Source: an optimization exercise on an open RTL-to-GDS flow (aim: small area, a short achievable clock period and few clock cycles per item). Production flows keep margins and buffers that such runs may drop.
The RTL was checked by simulation tests, not by an equivalence proof against the original design.

==> flow/design.v (excerpt) <==
module heap_alloc_top (
  input  wire logic                      clk_i,
  input  wire logic                      rst_ni,
  input  wire heap_pkg::alloc_strategy_e strategy_i,
  input  wire logic                      req_valid_i,
  input  wire heap_pkg::heap_req_t       req_i,
  output logic                           req_ready_o,
  output logic                           rsp_valid_o,
  output heap_pkg::heap_rsp_t            rsp_o,
  input  wire logic                      rsp_ready_i
);
  logic [15:0] size_rnd;
  logic        in_big;
  logic [6:0]  in_val;
  assign size_rnd = (req_i.operand + 16'd7) & 16'hfff8;
  always_comb begin
    if (req_i.is_alloc) begin
      if (size_rnd < 16'd16) begin
        in_big = 1'b0;
        in_val = 7'd2;
      end else begin
        in_big = (size_rnd[15:10] != 6'd0) || (size_rnd[9:3] == 7'd127);   
        in_val = size_rnd[9:3];
      end
    end else begin
      in_big = 1'b0;
      in_val = req_i.operand[9:3] - 7'd1;   
    end
  end
  logic       tl_v_q, tl_alloc_q, tl_best_q, tl_big_q;   
  logic [6:0] tl_val_q;
  logic       ws_v_q, ws_alloc_q, ws_best_q, ws_big_q;   
  logic [6:0] ws_val_q;
  logic       ex_v_q, ex_alloc_q, ex_best_q, ex_big_q;   
  logic [6:0] ex_val_q;
  logic [6:0] ex_t_q;   
  logic       ex_w_q;   
  logic       take, adv;
  assign req_ready_o = !tl_v_q;
  assign take        = req_valid_i && !tl_v_q;
  logic       pd_alloc_q;   
  logic       pd_free_q;    
  logic [6:0] pd_x_q;       
  logic [7:0] pd_n_q;       
  logic [83:0] code_q;   
  logic [41:0] fr_q;
  logic [127:0] blk_q, free_q;   
  logic [255:0] be;   
  always_comb begin
    blk_q  = '0;
    free_q = '0;
    blk_q[1]  = 1'b1;
    free_q[1] = fr_q[0];
    for (int m = 1; m <= 41; m++) begin
      for (int r = 0; r < 3; r++) begin
        if (3*m + r >= 4) begin
          blk_q[3*m+r]  = (code_q[2*m +: 2] == 2'(r + 1));
          free_q[3*m+r] = (code_q[2*m +: 2] == 2'(r + 1)) && fr_q[m];
        end
      end
    end
  end
  assign be = {128'hffffffff_ffffffff_ffffffff_ffffffff, blk_q};
  logic [127:0] dec_x, dec_n, new_n;
  logic [127:0] blk_d, free_d;
  logic [7:0]  x_lo, n_lo;
  ...
Size: roughly 6100 cells after synthesis, roughly 320 flip-flops, about 32000 sq um of cells after synthesis.
clock: 10.0 ns
lec_check: 0
abc_area: 1
cap_margin: 20
core_margin: 2
core_utilization: 40
setup_slack_margin: 5
slew_margin: 20
standard.sh (not shown) runs the stock make flow with config.mk's settings and CLKGATE_MAP_FILE= SYNTH_SCRIPT=/design/flow/synth_recipe.tcl, a recipe that flattens the netlist after the stock synthesis.
==> flow/flow/run.sh <==
#!/bin/bash
set -euo pipefail
cd "$(dirname "$0")/.."
sed 's/SETUP_SLACK_MARGIN=5 /SETUP_SLACK_MARGIN=5.5 /' standard.sh > standard_m55.sh
grep -q 'SETUP_SLACK_MARGIN=5.5 ' standard_m55.sh
bash standard_m55.sh > flow.log 2>&1
test -s out/final.def
Testbench counts at the start, summed over its fixed seeds: cycles 5,116, ops 4,800.
Then changed:
==> flow/flow/run.sh (replaced) <==
#!/bin/bash
set -euo pipefail
cd "$(dirname "$0")/.."
sed 's/SETUP_SLACK_MARGIN=5 /SETUP_SLACK_MARGIN=6 /' standard.sh > standard_m6.sh
grep -q 'SETUP_SLACK_MARGIN=6 ' standard_m6.sh
bash standard_m6.sh > flow.log 2>&1
test -s out/final.def
What happened: Flip-flop and latch count is unchanged; first-iteration DRC count grows by 4.2%; non-clock buffer count came out higher by 107; clock-buffer cell count is unchanged; hold slack stays flat; core utilization grows by 3.8 points; setup slack is better by 0.48 ns; area after synthesis is unchanged; wire length is higher by 4.0%.

---

heap_alloc_top, a different RTL version from the one above (not shown whole).
Size in the first run: roughly 5700 cells after synthesis, ~42 I/O pins, about 33000 µm² of cells after synthesis.
make LEC_CHECK=0 ABC_AREA=1 CAP_MARGIN=20 CORE_MARGIN=2 CORE_UTILIZATION=40 SETUP_SLACK_MARGIN=5 SLEW_MARGIN=20 finish   # period 10.0 ns
run.sh (not shown) runs the stock make flow with config.mk's settings and CLKGATE_MAP_FILE= SYNTH_SCRIPT=/design/flow/synth_recipe.tcl, a recipe that flattens the netlist after the stock synthesis.
Stock flow here: none of the scripts above is used.
Testbench counts at the start, summed over its fixed seeds: cycles 5,116, ops 4,800.
Change:
Settings changed: ABC_AREA 1 to unset.
Result: Maximum frequency decreases by 8.4%; cell area rises by 6.8%; critical path depth decreases by 6; global-route usage went up by 7.6 points; via count climbs by 7.6%; register-to-register slack is worse by 0.43 ns.

==> port drivers added, routing unchanged <==
Ports are ideal in the flow. The routed layouts listed here were re-timed in OpenROAD.
Step 1 (the two cells are an assumption about what drives the block):
set clk [get_ports {clk_i}]
set_driving_cell -lib_cell sky130_fd_sc_hd__clkbuf_16 $clk
set_driving_cell -lib_cell sky130_fd_sc_hd__buf_2 [delete_from_list [all_inputs] $clk]
Step 2, shift: input delay + t, output delay - t, t = (earliest + latest rising clock arrival at the registers) / 2. This alone moves slack from input paths to output paths.
a / b / c = no drivers / after step 1 / after step 2; a / b = the first two.
run	t, ns	setup WS [ns]	hold WS [ns]
the first run of note 1	0.665	5.475 / 5.475 / 5.315	0.439 / 0.439 / 0.439
the second run of note 1	0.657	5.953 / 5.953 / 5.548	0.438 / 0.438 / 0.438
the first run of note 2	0.705	5.278 / 5.278 / 5.187	0.427 / 0.427 / 0.427
the second run of note 2	0.675	4.847 / 4.847 / 4.586	0.426 / 0.426 / 0.426
After both steps every run listed still meets setup and hold. The setup slack of the second run of note 1, which loses most, moves by 0.000 ns with the drivers and by -0.405 ns with both steps.
